This design comes from an exercise in tuning for small area, a short achievable clock period and few clock cycles per item on the open sky130 flow, not from production work. Where RTL was checked, it was by simulation tests only, not by an equivalence proof against the original.

==> run a <==
// core_issue_top
module core_issue_top (
    input  logic                   clk,
    input  logic                   rst,
    input  logic                   instr_valid,
    input  logic [31:0]            instr_word,
    input  logic                   flush,
    output logic                   stall,
    output logic                   wb_valid,
    output logic [5-1:0] wb_rd,
    output logic [32-1:0]       wb_data
);
make LEC_CHECK=0 ABC_CLOCK_PERIOD_IN_PS=3200 CAP_MARGIN=20 CORE_MARGIN=2 CORE_UTILIZATION=40 SETUP_SLACK_MARGIN=2.8 SLEW_MARGIN=20 finish   # period 7.0 ns
run.sh (not shown) runs the stock make flow with config.mk's settings and CLKGATE_MAP_FILE= SYNTH_SCRIPT=/design/flow/synth_recipe.tcl, a recipe that flattens the netlist after the stock synthesis.
==> inputs of run b, as changes to run a <==
--- a/flow/design.v
+++ b/flow/design.v
@@ -66,15 +66,15 @@
     output logic           stall
 );
     localparam int W = core_pkg::DEC_W;
     logic [DEPTH-1:0][W-1:0] q;
     logic [DEPTH-1:0]        v;
     assign head       = q[0];
     assign head_valid = v[0];
-    assign stall      = v[DEPTH-1] && !pop;
+    assign stall      = v[DEPTH-1];
     always_ff @(posedge clk) begin
         if (rst || flush) begin
             v <= '0;
         end else begin
             for (int i = 0; i < DEPTH; i++) begin
                 if (pop)
                     v[i] <= (i + 1 < DEPTH ? v[(i + 1) % DEPTH] : 1'b0) || (push && v[i]) ||
@@ -155,28 +155,24 @@
     always_comb begin
         if (ex_alu && ex_rd == rs1)
             rs1_val = alu_res;
         else if (s2_valid && s2_rd == rs1)
             rs1_val = s2_res;
         else if (div_wr && div_rd == rs1)
             rs1_val = div_res;
-        else if (rf_we && rf_waddr == rs1)
-            rs1_val = rf_wdata;
         else
             rs1_val = rf_rd[rs1];
     end
     always_comb begin
         if (ex_alu && ex_rd == rs2)
             rs2_val = alu_res;
         else if (s2_valid && s2_rd == rs2)
             rs2_val = s2_res;
         else if (div_wr && div_rd == rs2)
             rs2_val = div_res;
-        else if (rf_we && rf_waddr == rs2)
-            rs2_val = rf_wdata;
         else
             rs2_val = rf_rd[rs2];
     end
     assign haz_mul  = ex_mul && (ex_rd == rs1 || (use_rs2 && ex_rd == rs2));
     assign haz_div  = div_busy && !div_wr &&
                       (div_rd == rs1 || (use_rs2 && div_rd == rs2) || div_rd == head.rd);
     assign blk_div  = head.div && div_busy && !div_wr;
@@ -363,33 +359,27 @@
             div_cnt  <= div_cnt - 6'd1;
             div_quot <= {div_quot[32-2:0], !div_diff[32]};
             div_d    <= div_d >> 1;
             if (!div_diff[32])
                 div_rem <= div_diff[32-1:0];
         end
     end
-    logic                   res_we;
-    logic [5-1:0] res_rd;
-    logic [32-1:0]       res_data;
-    assign res_we   = s2_valid || div_wr;
-    assign res_rd   = s2_valid ? s2_rd : div_rd;
-    assign res_data = s2_valid ? s2_res : div_res;
+    assign rf_we    = s2_valid || div_wr;
+    assign rf_waddr = s2_valid ? s2_rd : div_rd;
+    assign rf_wdata = s2_valid ? s2_res : div_res;
     always_ff @(posedge clk) begin
         if (rst)
             wb_valid <= 1'b0;
         else
-            wb_valid <= res_we;
+            wb_valid <= rf_we;
     end
     always_ff @(posedge clk) begin
-        wb_rd   <= res_rd;
-        wb_data <= res_data;
+        wb_rd   <= rf_waddr;
+        wb_data <= rf_wdata;
     end
-    assign rf_we    = wb_valid;
-    assign rf_waddr = wb_rd;
-    assign rf_wdata = wb_data;
 endmodule
 module mul_csa (
     input  logic [31:0] a,
     input  logic [31:0] b,
     output logic [31:0] r0,
     output logic [31:0] r1,
     output logic [31:0] r2,
- ABC_CLOCK_PERIOD_IN_PS: 3200 -> 3000
- CORE_UTILIZATION: 40 -> 65
- PLACE_DENSITY: unset -> 0.75
- SETUP_SLACK_MARGIN: 2.8 -> 3.0
==> inputs of run c, as changes to run a <==
--- a/flow/design.v
+++ b/flow/design.v
@@ -66,15 +66,15 @@
     output logic           stall
 );
     localparam int W = core_pkg::DEC_W;
     logic [DEPTH-1:0][W-1:0] q;
     logic [DEPTH-1:0]        v;
     assign head       = q[0];
     assign head_valid = v[0];
-    assign stall      = v[DEPTH-1] && !pop;
+    assign stall      = v[DEPTH-1];
     always_ff @(posedge clk) begin
         if (rst || flush) begin
             v <= '0;
         end else begin
             for (int i = 0; i < DEPTH; i++) begin
                 if (pop)
                     v[i] <= (i + 1 < DEPTH ? v[(i + 1) % DEPTH] : 1'b0) || (push && v[i]) ||
@@ -109,16 +109,14 @@
     output logic                     ex_mul,
     output logic                     ex_div,
     output logic [5-1:0]   ex_rd,
     output logic [2:0]               ex_funct3,
     output logic                     ex_sub,
     output logic [32-1:0]         ex_a,
     output logic [32-1:0]         ex_b,
-    output logic [32-1:0]         mul_a,
-    output logic [32-1:0]         mul_b,
     input  logic [32-1:0]         alu_res,
     input  logic                     s2_valid,
     input  logic [5-1:0]   s2_rd,
     input  logic [32-1:0]         s2_res,
     input  logic                     div_busy,
     input  logic [5-1:0]   div_rd,
     input  logic                     div_resv,
@@ -155,28 +153,24 @@
     always_comb begin
         if (ex_alu && ex_rd == rs1)
             rs1_val = alu_res;
         else if (s2_valid && s2_rd == rs1)
             rs1_val = s2_res;
         else if (div_wr && div_rd == rs1)
             rs1_val = div_res;
-        else if (rf_we && rf_waddr == rs1)
-            rs1_val = rf_wdata;
         else
             rs1_val = rf_rd[rs1];
     end
     always_comb begin
         if (ex_alu && ex_rd == rs2)
             rs2_val = alu_res;
         else if (s2_valid && s2_rd == rs2)
             rs2_val = s2_res;
         else if (div_wr && div_rd == rs2)
             rs2_val = div_res;
-        else if (rf_we && rf_waddr == rs2)
-            rs2_val = rf_wdata;
         else
             rs2_val = rf_rd[rs2];
     end
     assign haz_mul  = ex_mul && (ex_rd == rs1 || (use_rs2 && ex_rd == rs2));
     assign haz_div  = div_busy && !div_wr &&
                       (div_rd == rs1 || (use_rs2 && div_rd == rs2) || div_rd == head.rd);
     assign blk_div  = head.div && div_busy && !div_wr;
@@ -197,16 +191,14 @@
     assign op_b = head.use_imm ? {{(32-12){head.imm[11]}}, head.imm} : rs2_val;
     always_ff @(posedge clk) begin
         ex_rd     <= head.rd;
         ex_funct3 <= head.funct3;
         ex_sub    <= head.sub;
         ex_a      <= rs1_val;
         ex_b      <= op_b;
-        mul_a     <= head.mul ? rs1_val : '0;
-        mul_b     <= head.mul ? rs2_val : '0;
     end
 endmodule
 `timescale 1ns/10ps
 import core_pkg::*;
 module execute_cluster (
     input  logic                   clk,
     input  logic                   rst,
@@ -363,33 +355,27 @@
             div_cnt  <= div_cnt - 6'd1;
             div_quot <= {div_quot[32-2:0], !div_diff[32]};
             div_d    <= div_d >> 1;
             if (!div_diff[32])
                 div_rem <= div_diff[32-1:0];
         end
     end
-    logic                   res_we;
-    logic [5-1:0] res_rd;
-    logic [32-1:0]       res_data;
-    assign res_we   = s2_valid || div_wr;
-    assign res_rd   = s2_valid ? s2_rd : div_rd;
-    assign res_data = s2_valid ? s2_res : div_res;
+    assign rf_we    = s2_valid || div_wr;
+    assign rf_waddr = s2_valid ? s2_rd : div_rd;
+    assign rf_wdata = s2_valid ? s2_res : div_res;
     always_ff @(posedge clk) begin
         if (rst)
             wb_valid <= 1'b0;
         else
-            wb_valid <= res_we;
+            wb_valid <= rf_we;
     end
     always_ff @(posedge clk) begin
-        wb_rd   <= res_rd;
-        wb_data <= res_data;
+        wb_rd   <= rf_waddr;
+        wb_data <= rf_wdata;
     end
-    assign rf_we    = wb_valid;
-    assign rf_waddr = wb_rd;
-    assign rf_wdata = wb_data;
 endmodule
 module mul_csa (
     input  logic [31:0] a,
     input  logic [31:0] b,
     output logic [31:0] r0,
     output logic [31:0] r1,
     output logic [31:0] r2,
@@ -1119,15 +1105,14 @@
     core_pkg::dec_t         head;
     logic                   fire;
     logic                   ex_alu, ex_mul, ex_div;
     logic [5-1:0] ex_rd;
     logic [2:0]             ex_funct3;
     logic                   ex_sub;
     logic [32-1:0]       ex_a, ex_b;
-    logic [32-1:0]       mul_a, mul_b;
     logic [32-1:0]       alu_res;
     logic                   s2_valid;
     logic [5-1:0] s2_rd;
     logic [32-1:0]       s2_res;
     logic                   div_busy;
     logic [5-1:0] div_rd;
     logic                   div_resv;
@@ -1162,16 +1147,14 @@
         .ex_mul     (ex_mul),
         .ex_div     (ex_div),
         .ex_rd      (ex_rd),
         .ex_funct3  (ex_funct3),
         .ex_sub     (ex_sub),
         .ex_a       (ex_a),
         .ex_b       (ex_b),
-        .mul_a      (mul_a),
-        .mul_b      (mul_b),
         .alu_res    (alu_res),
         .s2_valid   (s2_valid),
         .s2_rd      (s2_rd),
         .s2_res     (s2_res),
         .div_busy   (div_busy),
         .div_rd     (div_rd),
         .div_resv   (div_resv),
@@ -1188,16 +1171,16 @@
         .ex_mul     (ex_mul),
         .ex_div     (ex_div),
         .ex_rd      (ex_rd),
         .ex_funct3  (ex_funct3),
         .ex_sub     (ex_sub),
         .ex_a       (ex_a),
         .ex_b       (ex_b),
-        .mul_a      (mul_a),
-        .mul_b      (mul_b),
+        .mul_a      (ex_a),
+        .mul_b      (ex_b),
         .alu_res    (alu_res),
         .issue_div  (fire && head.div),
         .issue_rd   (head.rd),
         .issue_rem  (head.funct3[1]),
         .s2_valid   (s2_valid),
         .s2_rd      (s2_rd),
         .s2_res     (s2_res),
- ABC_CLOCK_PERIOD_IN_PS: 3200 -> 3000
- SETUP_SLACK_MARGIN: 2.8 -> 3.0
==> flow_summary.yaml <==
run_status:
  violations: "max-capacitance violations, max-slew violations"
  status: "complete, but fails checks"
timing:
  max_freq_ghz: 0.243
  tightest_slew_ns: 2.01
  finalMaxSlewViolations: 98
grt:
  antenna_found_initial: 13
job:
  maxCapViolCount: 5
That was run c.
==> flow_summary.yaml <==
timing:
  max_freq_ghz: 0.231
  finalMaxSlewViolations: 0
  tightest_slew_ns: 1.29
routing:
  wl_per_cell_um: 32.6
final_layout:
  fin_cells: 9559
run_status:
  status: "no timing/DRC/antenna violations"
grt:
  antenna_found_initial: 14
synth:
  yosys-top-cells-area: "edfxtp_1 (42%), mux4_2 (15%), dfxtp_1 (7.2%), fa_1 (4.5%), ha_1 (3.3%)"
placement:
  routabilityCongestion: 1.00
job:
  maxCapViolCount: 0
That was run a.
==> flow_summary.yaml <==
run_status:
  status: "complete, but fails checks"
  violations: "max-capacitance violations, max-slew violations"
final_layout:
  largest_reg_flops: 992
  multi_input_area_share: 0.438
critical_path:
  critical_path_required_ns: 7.61
timing:
  finalMaxSlewViolations: 1
  max_freq_ghz: 0.239
  tightest_slew_ns: 1.50
job:
  maxCapViolCount: 1
grt:
  antenna_found_initial: 20
hold_path:
  whs_path_depth: 0
That was run b.
Function was not checked in any run of this note: the RTL went through the layout flow alone.

========
==> job 621: inputs <==
Another version of the RTL of core_issue_top (not shown whole).
clock: 7.0 ns
lec_check: 0
abc_clock_period_in_ps: 3000
cap_margin: 20
core_margin: 2
core_utilization: 40
setup_slack_margin: 3.0
slew_margin: 20
==> job 7967: changes against job 621 <==
--- a/flow/design.v
+++ b/flow/design.v
@@ -59,21 +59,20 @@
     input  logic           rst,
     input  logic           flush,
     input  logic           push,
     input  core_pkg::dec_t wr_data,
     input  logic           pop,
-    input  logic           pop_sure,
     output logic           head_valid,
     output core_pkg::dec_t head,
     output logic           stall
 );
     localparam int W = core_pkg::DEC_W;
     logic [DEPTH-1:0][W-1:0] q;
     logic [DEPTH-1:0]        v;
     assign head       = q[0];
     assign head_valid = v[0];
-    assign stall      = v[DEPTH-1] && !pop_sure;
+    assign stall      = v[DEPTH-1];
     always_ff @(posedge clk) begin
         if (rst || flush) begin
             v <= '0;
         end else begin
             for (int i = 0; i < DEPTH; i++) begin
@@ -112,10 +111,12 @@
     output logic [5-1:0]   ex_rd,
     output logic [2:0]               ex_funct3,
     output logic                     ex_sub,
     output logic [32-1:0]         ex_a,
     output logic [32-1:0]         ex_b,
+    output logic [32-1:0]         mul_a,
+    output logic [32-1:0]         mul_b,
     input  logic [32-1:0]         alu_res,
     input  logic                     s2_valid,
     input  logic [5-1:0]   s2_rd,
     input  logic [32-1:0]         s2_res,
     input  logic                     div_busy,
@@ -198,10 +199,12 @@
         ex_rd     <= head.rd;
         ex_funct3 <= head.funct3;
         ex_sub    <= head.sub;
         ex_a      <= rs1_val;
         ex_b      <= op_b;
+        mul_a     <= head.mul ? rs1_val : '0;
+        mul_b     <= head.mul ? rs2_val : '0;
     end
 endmodule
 `timescale 1ns/10ps
 import core_pkg::*;
 module execute_cluster (
@@ -301,11 +304,10 @@
     logic [5:0]       zb;
     logic             b_zero;
     logic             b_le;
     logic             div_run;
     logic             div_align;
-    logic             div_short;
     logic             div_done;
     logic             div_op_rem;
     logic [5:0]       div_za;
     logic [5:0]       div_zb;
     logic [5:0]       div_k;
@@ -321,24 +323,23 @@
     assign div_k  = div_zb - div_za;
     assign div_diff = {1'b0, div_rem} - {1'b0, div_d};
     assign div_done = div_busy && !ex_div && !div_align && !div_run;
     assign div_wr   = div_done && !s2_valid;
     assign div_res  = div_op_rem ? div_rem : div_quot;
-    assign div_resv = (div_run && div_cnt == 6'd2) ||
-                      (div_run && div_cnt == 6'd1 && div_short && (ex_alu || ex_mul));
+    assign div_resv = (div_align && div_za == div_zb) || (div_run && div_cnt == 6'd2);
     always_ff @(posedge clk) begin
         if (rst) begin
             div_busy  <= 1'b0;
             div_align <= 1'b0;
             div_run   <= 1'b0;
         end else begin
             if (issue_div)
                 div_busy <= 1'b1;
             else if (div_wr)
                 div_busy <= 1'b0;
-            div_align <= ex_div && b_le && za != zb;
-            if (div_align || (ex_div && b_le && za == zb))
+            div_align <= ex_div && b_le;
+            if (div_align)
                 div_run <= 1'b1;
             else if (div_run && div_cnt == 6'd1)
                 div_run <= 1'b0;
         end
     end
@@ -347,15 +348,13 @@
             div_rd     <= issue_rd;
             div_op_rem <= issue_rem;
         end
     end
     always_ff @(posedge clk) begin
-        div_short <= ex_div;
         if (ex_div) begin
             div_za   <= za;
             div_zb   <= zb;
-            div_cnt  <= 6'd1;
             div_rem  <= ex_a;
             div_quot <= b_zero ? '1 : '0;
             div_d    <= ex_b;
         end else if (div_align) begin
             div_cnt  <= div_k + 6'd1;
@@ -1122,10 +1121,11 @@
     logic                   ex_alu, ex_mul, ex_div;
     logic [5-1:0] ex_rd;
     logic [2:0]             ex_funct3;
     logic                   ex_sub;
     logic [32-1:0]       ex_a, ex_b;
+    logic [32-1:0]       mul_a, mul_b;
     logic [32-1:0]       alu_res;
     logic                   s2_valid;
     logic [5-1:0] s2_rd;
     logic [32-1:0]       s2_res;
     logic                   div_busy;
@@ -1146,11 +1146,10 @@
         .rst        (rst),
         .flush      (flush),
         .push       (instr_valid && !flush && dec_ok),
         .wr_data    (dec),
         .pop        (fire),
-        .pop_sure   (!div_busy && !(ex_mul && (ex_rd == head.rs1 || ex_rd == head.imm[4:0]))),
         .head_valid (head_valid),
         .head       (head),
         .stall      (stall)
     );
     instruction_issue u_issue (
@@ -1165,10 +1164,12 @@
         .ex_rd      (ex_rd),
         .ex_funct3  (ex_funct3),
         .ex_sub     (ex_sub),
         .ex_a       (ex_a),
         .ex_b       (ex_b),
+        .mul_a      (mul_a),
+        .mul_b      (mul_b),
         .alu_res    (alu_res),
         .s2_valid   (s2_valid),
         .s2_rd      (s2_rd),
         .s2_res     (s2_res),
         .div_busy   (div_busy),
@@ -1189,12 +1190,12 @@
         .ex_rd      (ex_rd),
         .ex_funct3  (ex_funct3),
         .ex_sub     (ex_sub),
         .ex_a       (ex_a),
         .ex_b       (ex_b),
-        .mul_a      (ex_a),
-        .mul_b      (ex_b),
+        .mul_a      (mul_a),
+        .mul_b      (mul_b),
         .alu_res    (alu_res),
         .issue_div  (fire && head.div),
         .issue_rd   (head.rd),
         .issue_rem  (head.funct3[1]),
         .s2_valid   (s2_valid),
==> job 4441: changes against job 621 <==
--- a/flow/design.v
+++ b/flow/design.v
@@ -59,21 +59,20 @@
     input  logic           rst,
     input  logic           flush,
     input  logic           push,
     input  core_pkg::dec_t wr_data,
     input  logic           pop,
-    input  logic           pop_sure,
     output logic           head_valid,
     output core_pkg::dec_t head,
     output logic           stall
 );
     localparam int W = core_pkg::DEC_W;
     logic [DEPTH-1:0][W-1:0] q;
     logic [DEPTH-1:0]        v;
     assign head       = q[0];
     assign head_valid = v[0];
-    assign stall      = v[DEPTH-1] && !pop_sure;
+    assign stall      = v[DEPTH-1];
     always_ff @(posedge clk) begin
         if (rst || flush) begin
             v <= '0;
         end else begin
             for (int i = 0; i < DEPTH; i++) begin
@@ -112,10 +111,12 @@
     output logic [5-1:0]   ex_rd,
     output logic [2:0]               ex_funct3,
     output logic                     ex_sub,
     output logic [32-1:0]         ex_a,
     output logic [32-1:0]         ex_b,
+    output logic [32-1:0]         mul_a,
+    output logic [32-1:0]         mul_b,
     input  logic [32-1:0]         alu_res,
     input  logic                     s2_valid,
     input  logic [5-1:0]   s2_rd,
     input  logic [32-1:0]         s2_res,
     input  logic                     div_busy,
@@ -126,11 +127,10 @@
     input  logic                     rf_we,
     input  logic [5-1:0]   rf_waddr,
     input  logic [32-1:0]         rf_wdata
 );
     logic [32-1:1][32-1:0] rf;
-    logic [32-1:0][32-1:0] rf_rd;
     logic [5-1:0] rs1;
     logic [5-1:0] rs2;
     logic                   use_rs2;
     logic [32-1:0]       rs1_val;
     logic [32-1:0]       rs2_val;
@@ -145,11 +145,26 @@
                 if (rf_we && rf_waddr == gi)
                     rf[gi] <= rf_wdata;
             end
         end
     endgenerate
-    assign rf_rd = {rf, {32{1'b0}}};
+    logic [32-1:0] rs1_oh;
+    logic [32-1:0] rs2_oh;
+    logic [32-1:0]     rf_rs1;
+    logic [32-1:0]     rf_rs2;
+    always_comb begin
+        rf_rs1 = '0;
+        rf_rs2 = '0;
+        for (int r = 1; r < 32; r++) begin
+            rs1_oh[r] = (rs1 == r);
+            rs2_oh[r] = (rs2 == r);
+            rf_rs1 = rf_rs1 | ({32{rs1_oh[r]}} & rf[r]);
+            rf_rs2 = rf_rs2 | ({32{rs2_oh[r]}} & rf[r]);
+        end
+        rs1_oh[0] = 1'b0;
+        rs2_oh[0] = 1'b0;
+    end
     assign rs1     = head.rs1;
     assign rs2     = head.imm[4:0];
     assign use_rs2 = !head.use_imm;
     always_comb begin
         if (ex_alu && ex_rd == rs1)
@@ -159,11 +174,11 @@
         else if (div_wr && div_rd == rs1)
             rs1_val = div_res;
         else if (rf_we && rf_waddr == rs1)
             rs1_val = rf_wdata;
         else
-            rs1_val = rf_rd[rs1];
+            rs1_val = rf_rs1;
     end
     always_comb begin
         if (ex_alu && ex_rd == rs2)
             rs2_val = alu_res;
         else if (s2_valid && s2_rd == rs2)
@@ -171,11 +186,11 @@
         else if (div_wr && div_rd == rs2)
             rs2_val = div_res;
         else if (rf_we && rf_waddr == rs2)
             rs2_val = rf_wdata;
         else
-            rs2_val = rf_rd[rs2];
+            rs2_val = rf_rs2;
     end
     assign haz_mul  = ex_mul && (ex_rd == rs1 || (use_rs2 && ex_rd == rs2));
     assign haz_div  = div_busy && !div_wr &&
                       (div_rd == rs1 || (use_rs2 && div_rd == rs2) || div_rd == head.rd);
     assign blk_div  = head.div && div_busy && !div_wr;
@@ -198,10 +213,12 @@
         ex_rd     <= head.rd;
         ex_funct3 <= head.funct3;
         ex_sub    <= head.sub;
         ex_a      <= rs1_val;
         ex_b      <= op_b;
+        mul_a     <= head.mul ? rs1_val : '0;
+        mul_b     <= head.mul ? rs2_val : '0;
     end
 endmodule
 `timescale 1ns/10ps
 import core_pkg::*;
 module execute_cluster (
@@ -301,11 +318,10 @@
     logic [5:0]       zb;
     logic             b_zero;
     logic             b_le;
     logic             div_run;
     logic             div_align;
-    logic             div_short;
     logic             div_done;
     logic             div_op_rem;
     logic [5:0]       div_za;
     logic [5:0]       div_zb;
     logic [5:0]       div_k;
@@ -321,24 +337,23 @@
     assign div_k  = div_zb - div_za;
     assign div_diff = {1'b0, div_rem} - {1'b0, div_d};
     assign div_done = div_busy && !ex_div && !div_align && !div_run;
     assign div_wr   = div_done && !s2_valid;
     assign div_res  = div_op_rem ? div_rem : div_quot;
-    assign div_resv = (div_run && div_cnt == 6'd2) ||
-                      (div_run && div_cnt == 6'd1 && div_short && (ex_alu || ex_mul));
+    assign div_resv = (div_align && div_za == div_zb) || (div_run && div_cnt == 6'd2);
     always_ff @(posedge clk) begin
         if (rst) begin
             div_busy  <= 1'b0;
             div_align <= 1'b0;
             div_run   <= 1'b0;
         end else begin
             if (issue_div)
                 div_busy <= 1'b1;
             else if (div_wr)
                 div_busy <= 1'b0;
-            div_align <= ex_div && b_le && za != zb;
-            if (div_align || (ex_div && b_le && za == zb))
+            div_align <= ex_div && b_le;
+            if (div_align)
                 div_run <= 1'b1;
             else if (div_run && div_cnt == 6'd1)
                 div_run <= 1'b0;
         end
     end
@@ -347,15 +362,13 @@
             div_rd     <= issue_rd;
             div_op_rem <= issue_rem;
         end
     end
     always_ff @(posedge clk) begin
-        div_short <= ex_div;
         if (ex_div) begin
             div_za   <= za;
             div_zb   <= zb;
-            div_cnt  <= 6'd1;
             div_rem  <= ex_a;
             div_quot <= b_zero ? '1 : '0;
             div_d    <= ex_b;
         end else if (div_align) begin
             div_cnt  <= div_k + 6'd1;
@@ -1122,10 +1135,11 @@
     logic                   ex_alu, ex_mul, ex_div;
     logic [5-1:0] ex_rd;
     logic [2:0]             ex_funct3;
     logic                   ex_sub;
     logic [32-1:0]       ex_a, ex_b;
+    logic [32-1:0]       mul_a, mul_b;
     logic [32-1:0]       alu_res;
     logic                   s2_valid;
     logic [5-1:0] s2_rd;
     logic [32-1:0]       s2_res;
     logic                   div_busy;
@@ -1146,11 +1160,10 @@
         .rst        (rst),
         .flush      (flush),
         .push       (instr_valid && !flush && dec_ok),
         .wr_data    (dec),
         .pop        (fire),
-        .pop_sure   (!div_busy && !(ex_mul && (ex_rd == head.rs1 || ex_rd == head.imm[4:0]))),
         .head_valid (head_valid),
         .head       (head),
         .stall      (stall)
     );
     instruction_issue u_issue (
@@ -1165,10 +1178,12 @@
         .ex_rd      (ex_rd),
         .ex_funct3  (ex_funct3),
         .ex_sub     (ex_sub),
         .ex_a       (ex_a),
         .ex_b       (ex_b),
+        .mul_a      (mul_a),
+        .mul_b      (mul_b),
         .alu_res    (alu_res),
         .s2_valid   (s2_valid),
         .s2_rd      (s2_rd),
         .s2_res     (s2_res),
         .div_busy   (div_busy),
@@ -1189,12 +1204,12 @@
         .ex_rd      (ex_rd),
         .ex_funct3  (ex_funct3),
         .ex_sub     (ex_sub),
         .ex_a       (ex_a),
         .ex_b       (ex_b),
-        .mul_a      (ex_a),
-        .mul_b      (ex_b),
+        .mul_a      (mul_a),
+        .mul_b      (mul_b),
         .alu_res    (alu_res),
         .issue_div  (fire && head.div),
         .issue_rd   (head.rd),
         .issue_rem  (head.funct3[1]),
         .s2_valid   (s2_valid),
==> impl_metrics.py <==
metrics = {
    "setup_path": {
        "critical-path-slowest-cell": "sky130_fd_sc_hd__buf_12",
    },
    "routing": {
        "met3_wirelength_mm": 28.0,
    },
    "global_routing": {
        "grt_first_pass_wirelength_mm": 424,
    },
    "timing": {
        "layout_min_cycle_time_ns": 4.01,
    },
    "synth": {
        "synth_top_cell_area_share_pct": 42.7,
        "syn_area_per_cell_um2": 13.3,
        "postSynthRegisterBits": 1448,
    },
    "outcome": {
        "status": "finished clean",
    },
    "floorplan": {
        "die-width_um": 463,
    },
}
the above is filed under job 621

==> impl_metrics.py <==
metrics = {
    "synth": {
        "postSynthRegisterBits": 1511,
    },
    "outcome": {
        "status": "finished clean",
    },
    "setup_path": {
        "critical-path-slowest-cell": "sky130_fd_sc_hd__fa_1",
    },
    "routing": {
        "met3_wirelength_mm": 32.6,
    },
    "global_routing": {
        "grt_first_pass_wirelength_mm": 430,
    },
}
the above is filed under job 7967

==> impl_metrics.py <==
metrics = {
    "timing": {
        "layout_min_cycle_time_ns": 4.31,
    },
    "final_layout": {
        "multi_input_combinational_area_share_pct": 40.8,
    },
    "global_routing": {
        "grt_first_pass_wirelength_mm": 539,
        "grt_max_degree": 95,
    },
    "outcome": {
        "status": "finished clean",
    },
    "synth": {
        "syn_area_per_cell_um2": 11.1,
    },
    "setup_path": {
        "critical-path-slowest-cell": "sky130_fd_sc_hd__and2_2",
    },
    "floorplan": {
        "die-width_um": 459,
    },
}
the above is filed under job 4441

Testbench counts of job 621, summed over its fixed seeds: cycles 17,691, instrs 16,000.
Testbench counts of job 7967, summed over its fixed seeds: cycles 17,895, instrs 16,000.
For job 4441, only the layout was checked, not whether the RTL still works.

==> separate check: timing with driven ports <==
The results above use ideal ports. As a check the final layouts listed here were re-extracted and re-timed, cells and wires unchanged.
Step 1, drivers: a clkbuf_16 drives clk and a buf_2 each remaining input, both assumed.
Step 2 moves the port delays by t, midway between the first and last clock arrival at a register: inputs arrive t later, outputs are due t later. That takes back most of the time a late clock gives input paths.
a / b / c = no drivers / after step 1 / after step 2; a / b = the first two.
| run | shift t [ns] | setup WS [ns] | latest minus earliest clock arrival (ns) |
|---|---|---|---|
| run a | 0.928 | 2.677 / 2.592 / 2.761 | 0.039 / 0.039 |
| run b | 0.881 | 2.816 / 2.816 / 2.638 | 0.067 / 0.068 |
| run c | 0.881 | 2.881 / 2.881 / 2.881 | 0.061 / 0.061 |
| job 621 | 0.893 | 2.991 / 2.991 / 2.991 | 0.070 / 0.069 |
| job 7967 | 0.918 | 2.918 / 2.918 / 2.918 | 0.063 / 0.063 |
| job 4441 | 0.950 | 2.691 / 2.691 / 2.691 | 0.086 / 0.085 |
For run b, which loses most, drivers alone change the setup slack by 0.000 ns; drivers and shift together by -0.178 ns.
